This is an optimization exercise on Yosys and OpenROAD, whose aim is small area, a short achievable clock period and few clock cycles per item, not a production implementation. RTL that was checked went through simulation tests only; none was proved equivalent to the original. Power figures rest on the tool's default switching activity, not on a simulated workload.

==> flow/design.v <==
`default_nettype none
module eigen2x2_fx #(
  parameter int WIDTH = 32,
  parameter int FRAC  = 16
) (
  input  logic             clk,
  input  logic             rst,
  input  logic             start,
  input  logic [WIDTH-1:0] a1,
  input  logic [WIDTH-1:0] a2,
  input  logic [WIDTH-1:0] a3,
  input  logic [WIDTH-1:0] a4,
  output logic             busy,
  output logic             done,
  output logic [WIDTH-1:0] v1,
  output logic [WIDTH-1:0] v2,
  output logic             complex,
  output logic             ovf
);
  localparam int CW = 36;    
  logic busy_q, done_q;
  logic p_diff, p_mul1, p_mul, p_abs, p_sqrt, p_f1, p_f2;
  logic [5:0] cnt_q;
  logic [2:0] jt_q;             
  logic s1_acc, s1_s2;          
  logic b2_one, b2_two, b2_neg;
  logic b3_one, b3_two, b3_neg;
  logic corr_q;                 
  logic [1:0] lo3_q;            
  logic n2_q;                   
  logic pend3_q;                
  logic signed [33:0] acc_q;    
  logic               py_q;     
  logic               pw_q;     
  logic               zr_q;     
  logic signed [34:0] x_q;      
  logic signed [35:0] z_q;      
  logic signed [33:0] w_q;      
  logic signed [32:0] s_q;      
  logic               neg_q;
  logic               o1_q;     
  localparam int NK = 3;
  logic [NK-1:0] fit;
  for (genvar i = 0; i < NK; i++) begin : g_fit
    localparam int K = 11 + 2*i;
    wire [34-(2*K-1):0] xs = x_q[34:2*K-1];
    wire [31-(2*K-5):0] ws = w_q[31:2*K-5];    
    assign fit[i] = ((&xs) | ~(|xs)) & ((&ws) | ~(|ws));
  end
  logic [2:0] jt_d;
  always_comb begin
    jt_d = 3'(NK);
    for (int i = NK-1; i >= 0; i--)
      if (fit[i]) jt_d = 3'(i);
  end
  function automatic logic [5:0] jof(input logic [2:0] t);
    jof = 6'(11 + 2*int'(t));
  endfunction
  logic [1:0]    pair_n;        
  logic          n2;            
  logic [CW-1:0] in1, in2, in3, csa_s, csa_c, cpa;
  logic [CW-1:0] xe, ze, m2, m3;
  assign pair_n = acc_q[31:30] ^ {2{neg_q}};
  assign n2     = n2_q;
  assign xe = CW'(x_q);
  assign ze = CW'(z_q);
  always_comb begin
    in1 = ({CW{s1_acc}} & CW'(acc_q)) | ({CW{s1_s2}} & CW'($signed({s_q, 1'b0})));
    m2  = ({CW{b2_one}} & xe) | ({CW{b2_two}} & {xe[CW-2:0], 1'b0});
    in2 = m2 ^ {CW{n2}};
    if (p_sqrt) in2[1:0] = 2'b11;
    m3  = ({CW{b3_one}} & {ze[CW-3:0], 2'b00}) | ({CW{b3_two}} & {ze[CW-4:0], 3'b000});
    in3 = m3 ^ {{(CW-2){b3_neg}}, 2'b00};
    in3[1:0] = lo3_q;
    csa_s = in1 ^ in2 ^ in3;
    csa_c = {((in1[CW-2:0] & in2[CW-2:0]) | (in1[CW-2:0] & in3[CW-2:0]) |
              (in2[CW-2:0] & in3[CW-2:0])), pend3_q};
  end
  logic [CW-1:0] pg_g [0:6];
  logic [CW-1:0] pg_p [0:6];
  logic [CW-1:0] hs;
  always_comb begin
    hs = csa_s ^ csa_c;
    pg_g[0] = csa_s & csa_c;
    pg_p[0] = hs;
    for (int l = 0; l < 6; l++) begin
      for (int i = 0; i < CW; i++) begin
        if (i >= (1 << l)) begin
          pg_g[l+1][i] = pg_g[l][i] | (pg_p[l][i] & pg_g[l][i - (1 << l)]);
          pg_p[l+1][i] = pg_p[l][i] & pg_p[l][i - (1 << l)];
        end else begin
          pg_g[l+1][i] = pg_g[l][i];
          pg_p[l+1][i] = pg_p[l][i];
        end
      end
    end
    cpa[0] = hs[0];
    for (int i = 1; i < CW; i++) cpa[i] = hs[i] ^ pg_g[6][i-1];
  end
  logic c_d;
  assign c_d = z_q[35] ? (&z_q) : (z_q == 36'(x_q));
  logic [2:0] rem0;
  assign rem0 = {1'b0, pair_n} - 3'd1;
  logic skip;
  assign skip = (p_abs | (p_sqrt & zr_q)) & ~(|(acc_q[31:26] ^ {6{neg_q}}));
  logic acc_start, mul_end, sq_end;
  logic n_diff, n_mul1, n_mul, n_abs, n_sqrt, n_f1, n_f2;
  assign acc_start = ~busy_q & start;
  assign mul_end   = (cnt_q == jof(jt_q));
  assign sq_end    = skip ? (cnt_q >= 6'(2*jof(jt_q) + 6'd14))
                          : (cnt_q >= 6'(2*jof(jt_q) + 6'd16));
  assign n_diff    = acc_start;
  assign n_mul1    = p_diff;
  assign n_mul     = p_mul1 | (p_mul & ~mul_end);
  assign n_abs     = p_mul & mul_end;
  assign n_sqrt    = p_abs | (p_sqrt & ~sq_end);
  assign n_f1      = p_sqrt & sq_end;
  assign n_f2      = p_f1;
  always_ff @(posedge clk or posedge rst) begin
    if (rst) begin
      busy_q <= 1'b0; done_q <= 1'b0;
      p_diff <= 1'b0; p_mul1 <= 1'b0; p_mul <= 1'b0; p_abs <= 1'b0;
      p_sqrt <= 1'b0; p_f1 <= 1'b0; p_f2 <= 1'b0;
    end else begin
      busy_q <= acc_start | (busy_q & ~p_f2);
      done_q <= p_f2;
      p_diff <= n_diff; p_mul1 <= n_mul1; p_mul <= n_mul; p_abs <= n_abs;
      p_sqrt <= n_sqrt; p_f1 <= n_f1; p_f2 <= n_f2;
    end
  end
  logic xo, xv;
  assign xo = x_q[{cnt_q[4:0], 1'b1}];
  assign xv = x_q[{cnt_q[4:0], 1'b0}];
  always_ff @(posedge clk) begin
    s1_acc <= n_diff | n_mul;          
    s1_s2  <= n_abs | n_f1 | (n_f2 & ~neg_q);
    b2_one <= 1'b0; b2_two <= 1'b0; b2_neg <= 1'b0;
    b3_one <= 1'b0; b3_two <= 1'b0; b3_neg <= 1'b0;
    corr_q <= 1'b0;
    if (n_diff) begin
      b2_one <= 1'b1; b2_neg <= 1'b1;
    end
    if (n_mul1) begin    
      b2_one <= cpa[0];
      b2_two <= cpa[1] & ~cpa[0];
      b2_neg <= cpa[1];
      b3_one <= w_q[0];
      b3_two <= w_q[1] & ~w_q[0];
      b3_neg <= w_q[1];
    end
    if (n_mul) begin
      b2_one <= xv ^ py_q;
      b2_two <= (xo & ~xv & ~py_q) | (~xo & xv & py_q);
      b2_neg <= xo & ~(xv & py_q);
      b3_one <= w_q[0] ^ pw_q;
      b3_two <= (w_q[1] & ~w_q[0] & ~pw_q) | (~w_q[1] & w_q[0] & pw_q);
      b3_neg <= w_q[1] & ~(w_q[0] & pw_q);
    end
    if (n_abs) b2_one <= 1'b1;
    if (n_sqrt) begin
      b2_two <= 1'b1; b2_neg <= 1'b1; b3_one <= 1'b1;
    end
    if (n_f1) b2_one <= ~neg_q;
    if (n_f2) begin
      b2_one <= 1'b1; b2_neg <= ~neg_q; corr_q <= neg_q & c_d;
    end
    pend3_q <= b3_neg;
    n2_q <= 1'b0;
    if (n_diff) n2_q <= 1'b1;
    if (n_mul1) n2_q <= cpa[1];
    if (n_mul)  n2_q <= xo & ~(xv & py_q);
    if (n_sqrt) n2_q <= p_abs ? (|pair_n) : ~cpa[CW-1];
    if (n_f2)   n2_q <= ~neg_q;
    lo3_q <= 2'b00;
    if (n_diff) lo3_q <= 2'b01;
    if (n_mul1) lo3_q <= {1'b0, cpa[1]};
    if (n_mul)  lo3_q <= {1'b0, xo & ~(xv & py_q)};
    if (n_sqrt) lo3_q <= (skip ? acc_q[25:24] : acc_q[29:28]) ^ {2{neg_q}};
    if (n_f2)   lo3_q <= {neg_q & c_d, ~neg_q};
  end
  always_ff @(posedge clk) begin
    if (!busy_q)               acc_q <= 34'($signed(a1));
    else if (p_mul1 | p_mul | p_f2) acc_q <= cpa[35:2];
    else if (skip)             acc_q <= {acc_q[27:0], w_q[33:28]};
    else                       acc_q <= {acc_q[31:0], w_q[33:32]};
    py_q <= p_diff ? cpa[1] : xo;
    if (!busy_q)               x_q <= 35'($signed(a4));
    else if (p_diff)           x_q <= cpa[34:0];
    else if (p_abs)            x_q <= {33'd0, |pair_n, 1'b0};
    else if (p_sqrt)           x_q <= {x_q[33:1], ~cpa[CW-1], 1'b0};
    if (!busy_q)               z_q <= 36'($signed(a2));
    else if (p_abs)            z_q <= 36'($signed(rem0));
    else if (p_sqrt | p_f1)    z_q <= cpa;
    if (!busy_q)               w_q <= 34'($signed(a3));
    else if (p_diff | p_mul1 | p_mul) w_q <= {cpa[1:0], w_q[33:2]};   
    else if (skip)             w_q <= {w_q[27:0], 6'b00};
    else                       w_q <= {w_q[31:0], 2'b00};
    pw_q <= w_q[1];
    o1_q <= ~((&z_q[35:33]) | ~(|z_q[35:33]));
    if (!busy_q)               s_q <= 33'($signed(a4));
    else if (p_abs)            s_q <= cpa[32:0];
    if (p_mul & mul_end)       neg_q <= cpa[CW-1];
    if (p_mul1) jt_q <= jt_d;
    cnt_q <= p_diff ? 6'd1 : cnt_q + (skip ? 6'd3 : 6'd1);
    zr_q  <= p_abs ? ~(|pair_n) : (zr_q & cpa[CW-1]);
  end
  assign busy    = busy_q;
  assign done    = done_q;
  logic o2;
  assign o2      = ~((&acc_q[33:31]) | ~(|acc_q[33:31]));
  assign v1      = o1_q ? 32'h7fff_ffff : z_q[33:2];
  assign v2      = o2 ? {acc_q[33], {31{~acc_q[33]}}} : acc_q[31:0];
  assign complex = neg_q;
  assign ovf     = o1_q | o2;
endmodule
`default_nettype wire
Settings: LEC_CHECK=0, CAP_MARGIN=20, CORE_MARGIN=2, CORE_UTILIZATION=50, CTS_CLUSTER_DIAMETER=100, CTS_CLUSTER_SIZE=30, SLEW_MARGIN=20; clock period 10.0 ns.
standard.sh (not shown) runs the stock make flow with config.mk's settings and CLKGATE_MAP_FILE= SYNTH_SCRIPT=/design/flow/synth_recipe.tcl, a recipe that flattens the netlist after the stock synthesis.
==> flow/flow/run.sh <==
#!/bin/bash
set -euo pipefail
bash standard.sh "BUFFER_PORTS_ARGS=-buffer_cell sky130_fd_sc_hd__buf_1" SETUP_SLACK_MARGIN=5.7 finish > standard_flow.log 2>&1
Edit:
--- a/flow/design.v
+++ b/flow/design.v
@@ -207,9 +207,9 @@
   assign busy    = busy_q;
   assign done    = done_q;
   logic o2;
   assign o2      = ~((&acc_q[33:31]) | ~(|acc_q[33:31]));
-  assign v1      = o1_q ? 32'h7fff_ffff : z_q[33:2];
+  assign v1      = o1_q ? {z_q[35], {31{~z_q[35]}}} : z_q[33:2];
   assign v2      = o2 ? {acc_q[33], {31{~acc_q[33]}}} : acc_q[31:0];
   assign complex = neg_q;
   assign ovf     = o1_q | o2;
 endmodule
Effect: Count of clock-buffer cells in the layout fell by 2. First-iteration DRC count is higher by 17%. Combinational power went up by about 5%. Sequential power stays flat. Die area falls by 0.33%. Area after synthesis came out lower by 0.34%. Total power goes up by 0.71%.
Testbench counts after the change, summed over its fixed seeds: cycles 145,962, items 3,200.
The RTL of the first run of this note was laid out without a check of its function.

re-timing with driven ports:
The flow's constraints put no driver on any port. The routed layouts listed below were extracted and timed again, unchanged, in two steps.
Step 1, drivers: a clkbuf_16 drives clk and a buf_2 each remaining input, both assumed.
Step 2 moves the port delays by t, midway between the first and last clock arrival at a register: inputs arrive t later, outputs are due t later. That takes back most of the time a late clock gives input paths.
Three values: ideal ports, drivers, drivers and shift; two values: the first two.
run | t (ns) | slack for setup (ns) | pins driven straight from the clock port
the first run | 0.540 | 5.684 / 5.684 / 5.684 | 1
the second run | 0.548 | 5.819 / 5.807 / 5.819 | 1
After both steps every run listed still meets setup and hold.
